This design comes from an exercise in tuning for small area, a short achievable clock period and few clock cycles on the open sky130 flow, not from production work.
The RTL of this run was laid out without a check of its function.
Power and IR drop assume default switching activity.

$ cat flow/design.v
package softmax_pkg;
  localparam int LANE_WIDTH = 16;
  localparam int LANES = 4;
  localparam int ADDR_WIDTH = 3;
  localparam int DEPTH = 2 ** ADDR_WIDTH;
  localparam int MAX_ROWS = DEPTH - 1;
  localparam int DIFF_WIDTH = LANE_WIDTH + 1;
  localparam int SUM_WIDTH = DIFF_WIDTH + 5;
  typedef logic signed [LANE_WIDTH-1:0] lane_t;
  typedef logic [LANES*LANE_WIDTH-1:0] row_t;
  typedef logic signed [DIFF_WIDTH-1:0] diff_t;
  typedef logic [LANES*DIFF_WIDTH-1:0] diff_row_t;
  typedef logic [ADDR_WIDTH-1:0] addr_t;
  typedef logic signed [SUM_WIDTH-1:0] sum_t;
  localparam lane_t LANE_MIN = {1'b1, {(LANE_WIDTH-1){1'b0}}};
endpackage
`timescale 1ns/10ps
module row_buffer (
  input  logic               clk,
  input  logic               take,
  input  logic [softmax_pkg::MAX_ROWS-1:0] row_idx,
  input  softmax_pkg::row_t  wb_rdata,
  input  logic               advance,
  input  logic [softmax_pkg::MAX_ROWS-2:0] rd_slot,
  output softmax_pkg::row_t  head
);
  localparam int RBITS = softmax_pkg::LANES * softmax_pkg::LANE_WIDTH;
  softmax_pkg::row_t mem [0:softmax_pkg::MAX_ROWS-2];
  softmax_pkg::row_t rd_data;
  always_ff @(posedge clk) begin
    for (int k = 0; k < softmax_pkg::MAX_ROWS-1; k++)
      if (take && row_idx[k+1]) mem[k] <= wb_rdata;
  end
  always_comb begin
    rd_data = '0;
    for (int k = 0; k < softmax_pkg::MAX_ROWS-1; k++)
      rd_data = rd_data | (mem[k] & {RBITS{rd_slot[k]}});
  end
  always_ff @(posedge clk) begin
    if (advance) begin
      head <= rd_data;
    end else if (take && row_idx[0]) begin
      head <= wb_rdata;
    end
  end
endmodule
`timescale 1ns/10ps
module row_fetch (
  input  logic               clk,
  input  logic               reset,
  input  logic               accept,
  input  softmax_pkg::addr_t start_addr,
  input  softmax_pkg::addr_t end_addr,
  input  logic               wb_ack,
  output logic               wb_cyc,
  output logic               wb_stb,
  output softmax_pkg::addr_t wb_adr,
  output logic               take,
  output logic               take_last,
  output logic [softmax_pkg::MAX_ROWS-1:0] row_idx
);
  softmax_pkg::addr_t end_r;
  softmax_pkg::addr_t next_adr;
  assign next_adr  = wb_adr + 1'b1;
  assign take      = wb_stb && wb_ack;
  assign take_last = take && (next_adr == end_r);
  assign wb_cyc    = wb_stb;
  always_ff @(posedge clk) begin
    if (reset) begin
      wb_stb <= 1'b0;
    end else if (accept) begin
      wb_stb <= (start_addr != end_addr);
    end else if (take_last) begin
      wb_stb <= 1'b0;
    end
  end
  always_ff @(posedge clk) begin
    if (accept) begin
      wb_adr  <= start_addr;
      end_r   <= end_addr;
      row_idx <= {{(softmax_pkg::MAX_ROWS-1){1'b0}}, 1'b1};
    end else if (take) begin
      wb_adr  <= next_adr;
      row_idx <= {row_idx[softmax_pkg::MAX_ROWS-2:0], 1'b0};
    end
  end
endmodule
`timescale 1ns/10ps
module lane_ge (
  input  softmax_pkg::lane_t a,
  input  softmax_pkg::lane_t b,
  output logic               ge
);
  localparam int W = softmax_pkg::LANE_WIDTH;
  localparam int L = $clog2(W + 1);
  logic [W-1:0] ua;
  logic [W-1:0] nb;
  logic [W:0] g [0:L];
  logic [W:0] p [0:L];
  assign ua = {~a[W-1], a[W-2:0]};
  assign nb = ~{~b[W-1], b[W-2:0]};
  assign g[0] = {ua & nb, 1'b1};
  assign p[0] = {ua ^ nb, 1'b0};
  for (genvar l = 0; l < L; l++) begin : g_lvl
    for (genvar i = 0; i <= W; i++) begin : g_bit
      if (((i >> l) & 1) == 1) begin : g_merge
        localparam int J = ((i >> l) << l) - 1;
        assign g[l+1][i] = g[l][i] | (p[l][i] & g[l][J]);
        assign p[l+1][i] = p[l][i] & p[l][J];
      end else begin : g_pass
        assign g[l+1][i] = g[l][i];
        assign p[l+1][i] = p[l][i];
      end
    end
  end
  assign ge = g[L][W];
endmodule
module max_tree (
  input  logic               clk,
  input  logic               reset,
  input  logic               clear_max,
  input  logic               row_valid,
  input  softmax_pkg::row_t  row_data,
  output softmax_pkg::lane_t max_value
);
  localparam int LW = softmax_pkg::LANE_WIDTH;
  softmax_pkg::lane_t lane [0:3];
  softmax_pkg::lane_t pmax0, pmax1;
  logic ge01, ge23;
  logic pvalid;
  logic ge_a, ge_b, ge_c;
  logic [2:0] win;
  softmax_pkg::lane_t best;
  for (genvar i = 0; i < 4; i++) begin : g_lane
    assign lane[i] = row_data[i*LW +: LW];
  end
  lane_ge u_ge01 (.a(lane[0]), .b(lane[1]), .ge(ge01));
  lane_ge u_ge23 (.a(lane[2]), .b(lane[3]), .ge(ge23));
  always_ff @(posedge clk) begin
    pmax0 <= ge01 ? lane[0] : lane[1];
    pmax1 <= ge23 ? lane[2] : lane[3];
  end
  lane_ge u_ge_a (.a(max_value), .b(pmax0), .ge(ge_a));
  lane_ge u_ge_b (.a(max_value), .b(pmax1), .ge(ge_b));
  lane_ge u_ge_c (.a(pmax0),     .b(pmax1), .ge(ge_c));
  assign win[0] = ge_a & ge_b;
  assign win[1] = !ge_a & ge_c;
  assign win[2] = !ge_b & !ge_c;
  assign best = (max_value & {LW{win[0]}}) | (pmax0 & {LW{win[1]}}) | (pmax1 & {LW{win[2]}});
  always_ff @(posedge clk) begin
    if (reset) begin
      pvalid    <= 1'b0;
      max_value <= softmax_pkg::LANE_MIN;
    end else begin
      pvalid <= row_valid;
      if (clear_max) begin
        max_value <= softmax_pkg::LANE_MIN;
      end else if (pvalid) begin
        max_value <= best;
      end
    end
  end
endmodule
`timescale 1ns/10ps
module max_subtract (
  input  logic                   clk,
  input  softmax_pkg::lane_t     max_value,
  input  softmax_pkg::row_t      rd_data,
  output softmax_pkg::diff_row_t out_row
);
  localparam int LW = softmax_pkg::LANE_WIDTH;
  localparam int DW = softmax_pkg::DIFF_WIDTH;
  softmax_pkg::diff_row_t diff_next;
  for (genvar i = 0; i < softmax_pkg::LANES; i++) begin : g_lane
    assign diff_next[i*DW +: DW] =
      {rd_data[i*LW + LW-1], rd_data[i*LW +: LW]} - {max_value[LW-1], max_value};
  end
  always_ff @(posedge clk) begin
    out_row <= diff_next;
  end
endmodule
`timescale 1ns/10ps
module sum_tree (
  input  logic               clk,
  input  logic               reset,
  input  logic               clear_sum,
  input  logic               row_valid,
  input  softmax_pkg::row_t  row_data,
  input  softmax_pkg::addr_t len,
  input  logic               load_len,
  input  logic               max_term,
  input  softmax_pkg::lane_t max_value,
  output softmax_pkg::sum_t  sum
);
  localparam int W  = softmax_pkg::SUM_WIDTH;
  localparam int LW = softmax_pkg::LANE_WIDTH;
  localparam int PW = LW + 1;
  logic [PW-1:0] pair0, pair1;
  logic [W-1:0]  m_x;
  logic [W-1:0]  x1, x2;
  logic [W-1:0]  op0, op1;
  logic [W-1:0]  row_sum;
  logic          row_cin;
  logic [3:0]    x1_sel;
  logic [2:0]    x2_sel;
  logic          x_cin;
  always_ff @(posedge clk) begin
    if (reset || !row_valid) begin
      pair0 <= '0;
      pair1 <= '0;
    end else begin
      pair0 <= {row_data[LW-1], row_data[0 +: LW]} + {row_data[2*LW-1], row_data[LW +: LW]};
      pair1 <= {row_data[3*LW-1], row_data[2*LW +: LW]} + {row_data[4*LW-1], row_data[3*LW +: LW]};
    end
  end
  always_ff @(posedge clk) begin
    if (load_len) begin
      x1_sel <= {len == 3'd7, len[2] && len != 3'd7, len == 3'd2 || len == 3'd3, len == 3'd1};
      x2_sel <= {len == 3'd7, len == 3'd6, len == 3'd3 || len == 3'd5};
      x_cin  <= (len == 3'd3) || (len == 3'd5) || (len == 3'd6);
    end
  end
  assign m_x = {{(W-LW){max_value[LW-1]}}, max_value};
  assign x1 = ~(((m_x << 2) & {W{x1_sel[0]}}) | ((m_x << 3) & {W{x1_sel[1]}}) |
                ((m_x << 4) & {W{x1_sel[2]}}) | ((m_x << 5) & {W{x1_sel[3]}}));
  assign x2 = (~(m_x << 2) & {W{x2_sel[0]}}) | (~(m_x << 3) & {W{x2_sel[1]}}) |
              ((m_x << 2) & {W{x2_sel[2]}});
  assign op0 = max_term ? x1 : {{(W-PW){pair0[PW-1]}}, pair0};
  assign op1 = max_term ? x2 : {{(W-PW){pair1[PW-1]}}, pair1};
  always_ff @(posedge clk) begin
    if (reset) begin
      row_sum <= '0;
      row_cin <= 1'b0;
    end else begin
      row_sum <= op0 + op1 + (max_term & x_cin);
      row_cin <= max_term;
    end
  end
  always_ff @(posedge clk) begin
    if (reset || clear_sum) begin
      sum <= '0;
    end else begin
      sum <= sum + row_sum + row_cin;
    end
  end
endmodule
`timescale 1ns/10ps
module softmax_ctrl (
  input  logic               clk,
  input  logic               reset,
  input  logic               start,
  input  softmax_pkg::addr_t start_addr,
  input  softmax_pkg::addr_t end_addr,
  input  logic               take_last,
  output logic               accept,
  output softmax_pkg::addr_t len,
  output logic               advance,
  output logic [softmax_pkg::MAX_ROWS-2:0] rd_slot,
  output logic               max_term,
  output logic               out_valid,
  output logic               busy,
  output logic               done
);
  localparam int R = softmax_pkg::MAX_ROWS;
  softmax_pkg::addr_t len_r;
  logic last_q;
  logic one_row;
  logic late_done;
  softmax_pkg::addr_t rows_left;
  assign accept = start && !busy;
  assign len    = end_addr - start_addr;
  always_ff @(posedge clk) begin
    if (reset) begin
      busy      <= 1'b0;
      done      <= 1'b0;
      last_q    <= 1'b0;
      advance   <= 1'b0;
      out_valid <= 1'b0;
      max_term  <= 1'b0;
      late_done <= 1'b0;
    end else begin
      done      <= 1'b0;
      late_done <= 1'b0;
      last_q    <= take_last;
      max_term  <= last_q;
      out_valid <= advance;
      if (accept) begin
        if (start_addr == end_addr) begin
          done <= 1'b1;
        end else begin
          busy <= 1'b1;
        end
      end
      if (last_q) begin
        advance <= 1'b1;
      end else if (advance && rows_left == '0) begin
        advance <= 1'b0;
        if (one_row) begin
          late_done <= 1'b1;
        end else begin
          busy <= 1'b0;
          done <= 1'b1;
        end
      end
      if (late_done) begin
        busy <= 1'b0;
        done <= 1'b1;
      end
    end
  end
  always_ff @(posedge clk) begin
    if (accept) begin
      len_r   <= len;
      one_row <= (len == 3'd1);
    end
    if (last_q) begin
      rows_left <= len_r - 1'b1;
      rd_slot   <= {{(R-2){1'b0}}, 1'b1};
    end else if (advance) begin
      rows_left <= rows_left - 1'b1;
      rd_slot   <= {rd_slot[R-3:0], 1'b0};
    end
  end
endmodule
`timescale 1ns/10ps
module softmax_top (
  input  logic                   clk,
  input  logic                   reset,
  input  logic                   start,
  input  softmax_pkg::addr_t     start_addr,
  input  softmax_pkg::addr_t     end_addr,
  output logic                   wb_cyc,
  output logic                   wb_stb,
  output softmax_pkg::addr_t     wb_adr,
  input  softmax_pkg::row_t      wb_rdata,
  input  logic                   wb_ack,
  output logic                   out_valid,
  output softmax_pkg::diff_row_t out_row,
  output softmax_pkg::sum_t      sum,
  output logic                   busy,
  output logic                   done
);
  logic  accept;
  logic  take;
  logic  take_last;
  logic [softmax_pkg::MAX_ROWS-1:0] row_idx;
  logic  advance;
  logic [softmax_pkg::MAX_ROWS-2:0] rd_slot;
  softmax_pkg::addr_t len;
  logic  max_term;
  softmax_pkg::row_t  head;
  softmax_pkg::lane_t max_value;
  softmax_ctrl u_ctrl (
    .clk        (clk),
    .reset      (reset),
    .start      (start),
    .start_addr (start_addr),
    .end_addr   (end_addr),
    .take_last  (take_last),
    .accept     (accept),
    .len        (len),
    .advance    (advance),
    .rd_slot    (rd_slot),
    .max_term   (max_term),
    .out_valid  (out_valid),
    .busy       (busy),
    .done       (done)
  );
  row_fetch u_fetch (
    .clk        (clk),
    .reset      (reset),
    .accept     (accept),
    .start_addr (start_addr),
    .end_addr   (end_addr),
    .wb_ack     (wb_ack),
    .wb_cyc     (wb_cyc),
    .wb_stb     (wb_stb),
    .wb_adr     (wb_adr),
    .take       (take),
    .take_last  (take_last),
    .row_idx    (row_idx)
  );
  row_buffer u_buffer (
    .clk      (clk),
    .take     (take),
    .row_idx  (row_idx),
    .wb_rdata (wb_rdata),
    .advance  (advance),
    .rd_slot  (rd_slot),
    .head     (head)
  );
  max_tree u_max (
    .clk       (clk),
    .reset     (reset),
    .clear_max (done),
    .row_valid (take),
    .row_data  (wb_rdata),
    .max_value (max_value)
  );
  max_subtract u_sub (
    .clk       (clk),
    .max_value (max_value),
    .rd_data   (head),
    .out_row   (out_row)
  );
  sum_tree u_sum (
    .clk       (clk),
    .reset     (reset),
    .clear_sum (accept),
    .row_valid (take),
    .row_data  (wb_rdata),
    .len       (len),
    .load_len  (accept),
    .max_term  (max_term),
    .max_value (max_value),
    .sum       (sum)
  );
endmodule
$ cat flow/run.sh
#!/bin/bash
# synth_recipe.tcl (not shown) runs the flow's synth.tcl, then flattens the netlist and writes it again
# the make line also repeats each setting of config.mk as NAME=value (left out here)
make -C /OpenROAD-flow-scripts/flow DESIGN_CONFIG=/design/flow/config.mk WORK_HOME=/design/flow/orfs CLKGATE_MAP_FILE= SYNTH_SCRIPT=/design/flow/synth_recipe.tcl finish
$ cat flow/config.mk
export PLATFORM = sky130hd
export DESIGN_NAME = softmax_top
export DESIGN_NICKNAME = softmax_top
export VERILOG_FILES = /design/flow/design.v
export SDC_FILE = /design/flow/constraint.sdc
export NUM_CORES = 4
export LEC_CHECK = 0
export CAP_MARGIN = 20
export CORE_MARGIN = 2
export CORE_UTILIZATION = 40
export SETUP_SLACK_MARGIN = 3.0
export SLEW_MARGIN = 20
$ cat flow/constraint.sdc
create_clock -name core_clock -period 5.5 [get_ports {clk}]
set_input_delay 1.1000 -clock core_clock [delete_from_list [all_inputs] [get_ports {clk}]]
set_output_delay 1.1000 -clock core_clock [all_outputs]
set_load 0.01 [all_outputs]
==> Implementation_results.wiki <==
{| class="wikitable"
! Metric !! Value
|-
| Setup repair after global routing missed its margin || yes
|-
| Clock root cell || clkbuf_16
|-
| Count of different cell masters after synthesis || 74
|-
| Path type of the worst min-delay path || flop to flop
|-
| Element type at the critical path end || flop
|-
| Area growth syn-to-layout || 28.9%
|-
| Layout cells sized above 1 || between 20% and 30%
|-
| Clock tree sinks || ~680
|-
| Via count || 24,100
|-
| CTS clock-pin slew for the worst setup and hold paths || roughly 60 ps
|-
| Commonest non-fill, non-tap cell in the layout || edfxtp_1
|-
| Max_cap viols || 0
|-
| Met2 wire length || a little under 50 mm
|-
| Setup slack on the worst flop-to-flop path || approximately 2200 ps
|-
| Remaining global-route overflow || 0
|-
| Count of mapped cells out of synthesis || 2,644
|-
| Net count of the finished layout || 3,321
|-
| Overall die width || roughly 290 um
|-
| Total number of H-tree levels || 3
|-
| Half-perimeter wire length after placement || about 67 mm
|-
| CTS buffer count || 75
|-
| First-pass GRT wire length || approximately 150 mm
|-
| DRT antenna net count || 0
|-
| Area post-placement || roughly 35,000 um^2
|-
| Internal portion of total power || ~9.4 mW
|-
| Uppermost signal routing layer after detailed routing || met5
|-
| Share of the yosys chip area belonging to registers || about three fifths
|-
| Run status || timing/DRC/antenna clean
|-
| Cell Rows || 103
|-
| DRC violation total after the first TritonRoute iteration || ~2,200
|-
| Number of slew-limit violations in the final report || 0
|-
| Final hold violations || 0
|-
| Gpl congestion || a little over 0.9
|-
| Leakage power || between 15 and 20 nW
|-
| Setup-violating endpoint count in the final report || 0
|-
| Clock tree from TritonCTS || done
|-
| Post-Route M1 WL || 45.2 mm
|-
| Reported net switching power || between 3 and 4 mW
|-
| Pin count of the biggest net entering global routing || 66
|-
| GRT Resource Usage Total || between 20% and 30%
|-
| Top-level port count || ~170
|-
| Initial Utilization || 40.3%
|-
| Core area || approximately 79,000 um^2
|-
| Most frequent cells in the layout || edfxtp_1 (467), nor2_1 (240), a22oi_1 (214)
|-
| Count of buffers from port buffering || ~170
|-
| Cell area after layout || approximately 41,000 um^2
|-
| Top fanout value on the critical path || 6
|-
| Final routed wirelength across all metal layers || 106 mm
|-
| Setup TNS || 0 ps
|-
| Number of enable flip-flop cells after synthesis || ~470
|-
| Nature of the critical path startpoint || flop
|-
| Peak VDD IR || 0.265 mV
|-
| # DRC || 0
|-
| Total standard cell area after synthesis || 31,700 um^2
|-
| Post-route minimum period || between 3000 and 4000 ps
|-
| Share of power burned in combinational logic || around 16%
|-
| Commonest register cell after synthesis || edfxtp_1
|-
| Setup slack at placement || around 1100 ps
|-
| Die Y-Extent || roughly 290 um
|-
| Number of antenna violations at the first check in global routing || 5
|-
| WL/cell || about 26 um
|-
| Worst Tran Pin Value || 1010 ps
|-
| Synth area leader || edfxtp_1
|-
| Sw frac || between 20% and 30%
|-
| WS Path Type || flop to flop
|-
| Proportion of synthesized flip-flops having asynchronous set or reset || 0%
|-
| Hold buffer count at CTS || 0
|-
| Vias in the first global route || between 20,000 and 25,000
|-
| Pwr per Cell Area || 313 nW/um^2
|-
| Longest Clk Path Bufs || 3
|-
| Antenna diode count || 0
|-
| Dominant cells by area after synthesis || edfxtp_1 (44%), dfxtp_1 (14%), ha_1 (8.7%)
|-
| Post-synthesis average cell area || around 12 um^2
|-
| Detailed-route vias per instance || ~5.8
|-
| Maximum clock rate || a little over 300 MHz
|-
| Synthesis-stage register bit count || just under 700
|-
| CP required || 6020 ps
|-
| Share of the clock period used by the worst path after layout || between 50% and 60%
|-
| Worst Slack Setup Final || around 2200 ps
|-
| Fraction of post-synthesis cell area in the top cell type by area || between 40% and 50%
|-
| Final clock skew || approximately 23 ps
|-
| Clock latency reported for the late side of the worst-skew pair || about 640 ps
|-
| First-pass detailed-route iteration total || 6
|-
| Met3 Wirelength || 8.29 mm
|-
| Net Count, Synth || a little under 3,000
|-
| Crit path arrival time || 3820 ps
|-
| Slew HR || approximately 32%
|-
| Part of the total power dissipated in sequential elements || a little under half
|-
| Yosys warnings || 12
|-
| Share of power burned in the clock network || about two fifths
|-
| Total die area || slightly above 80,000 um^2
|}
[power groups by stage]
| stage | combinational [mW] | sequential [mW] | clock [mW] |
|---|---|---|---|
| 2_1_floorplan | 0.994 | 5.92 | 0 |
| 3_3_place_gp | 1.68 | 5.97 | 0 |
| 3_5_place_dp | 1.72 | 5.97 | 0 |
| 4_1_cts | 1.93 | 5.84 | 4.95 |
| 5_1_grt | 2.19 | 5.86 | 5.14 |
| 6_report | 2.05 | 5.85 | 4.86 |
[worst max-delay path, cell delays in order, from the launching register on]
cell,delay [ps]
edfxtp_1,390
buf_6,160
buf_12,140
a221oi_1,350
a21oi_1,160
ha_2,310
a21o_1,190
a21o_1,230
a21oi_2,200
o21bai_1,110
a211oi_1,220
nor2_1,90
or4_1,450
and3b_1,170
[through the flow]
| step | cells | power (mW) | util (%) | hold slack (ps) |
|---|---|---|---|---|
| 2_1_floorplan | 2644 | 6.91 | - | 423 |
| 3_3_place_gp | 3798 | 7.66 | 44.8 | 434 |
| 3_5_place_dp | 3798 | 7.69 | 44.8 | 446 |
| 4_1_cts | 4077 | 12.7 | 50.7 | 470 |
| 5_1_grt | 4126 | 13.2 | 51.9 | 489 |
| 6_report | 4126 | 12.8 | 51.9 | 471 |
[metal layers]
metal  GRT usage [%]  vias up
met5               0        -
li1                -    10800
met2            40.3     1102
met3            4.99      252
met4            9.63        6
met1            34.6    11900
[cells by family after synthesis]
kind of cell	after synthesis	synth area share (%)
DFF	684	58.0
and+or+nand+nor	633	9.73
AOI/OAI and AO/OA	669	15.1
adders and majority gates	230	9.35
buffers and inverters	278	3.32
muxes	51	1.75
xor gates and xnor gates	99	2.74
[registers in the layout, summed over array words and instances, names as in the netlist, 7 cells and up]
signal	cells
u_sum.pair0	17
u_sub.out_row	68
u_fetch.row_idx	7
u_max.pmax1	16
u_buffer.head	64
u_sum.sum	22
u_sum.pair1	17
u_sum.row_sum	22
u_max.pmax0	16
u_buffer.mem	384
u_max.max_value	16
[cells in the mapped netlist, drive strengths merged (4+ instances only)]
master / count
a211oi: 14
nand2: 73
o21bai: 16
dfxtp: 217
a21o: 21
buf: 30
and3: 21
o22ai: 5
a22oi: 214
nand3: 45
nor3b: 4
xor2: 25
a2111oi: 5
a21oi: 116
o21a: 21
o41ai: 9
mux2i: 17
a221oi: 21
clkbuf: 80
mux2: 34
nor4: 8
xnor2: 74
nor4b: 6
or3: 24
o211ai: 14
a21boi: 4
ha: 219
a41oi: 66
and2: 22
fa: 11
o21ai: 78
o2111ai: 5
a221o: 16
nand2b: 30
a31o: 6
a31oi: 11
o31ai: 6
nor2: 247
edfxtp: 467
or4: 19
or2: 8
inv: 166
nor2b: 35
nor3: 79
[what timing repair did]
action,4_1_cts,5_1_grt
resized for setup,651,181
pin swaps,141,118
cloned,9,1
setup buffers,134,48
endpoints found under the setup margin,352,174
[path summary, 6_finish.rpt]
check	from	endpoint	cells past startpoint
worst min register to register	u_ctrl.late_done	u_ctrl.done	2
worst max register to register	u_sum.x2_sel[0]	u_sum.row_sum[19]	13
worst min-delay path	u_ctrl.late_done	u_ctrl.done	2
worst max-delay path	u_sum.x2_sel[0]	u_sum.row_sum[19]	13
[area by class of cell]
class / count / area (um^2)
fill: 6777 / 37800
sequential: 684 / 18500
multi-input combinational: 1685 / 14200
timing repair buffer: 401 / 3730
clock buffer: 106 / 2100
tap: 1050 / 1310
inverter: 168 / 754
clock inverter: 30 / 256
timing repair inverter: 2 / 12.5

-- afterwards: timing with drivers on the ports --
How much do the figures lean on ideal ports? The routed layout below was timed once more, with nothing changed but the port constraints.
Step 1 (the two cells are an assumption about what drives the block):
set clk [get_ports {clk}]
set_driving_cell -lib_cell sky130_fd_sc_hd__clkbuf_16 $clk
set_driving_cell -lib_cell sky130_fd_sc_hd__buf_2 [delete_from_list [all_inputs] $clk]
Step 2, shift: input delay + t, output delay - t, t = (earliest + latest rising clock arrival at the registers) / 2. This alone moves slack from input paths to output paths.
Three values: ideal ports, drivers, drivers and shift; two values: the first two.
shift t [ns]: 0.688
slack for setup (ns): 2.202 / 2.202 / 2.179
worst register clock-pin slew, ns: 0.07 / 0.07
pins driven straight from the clock port: 1
After both steps setup and hold are still met in this run. For this run, drivers alone change the setup slack by 0.000 ns; drivers and shift together by -0.023 ns.
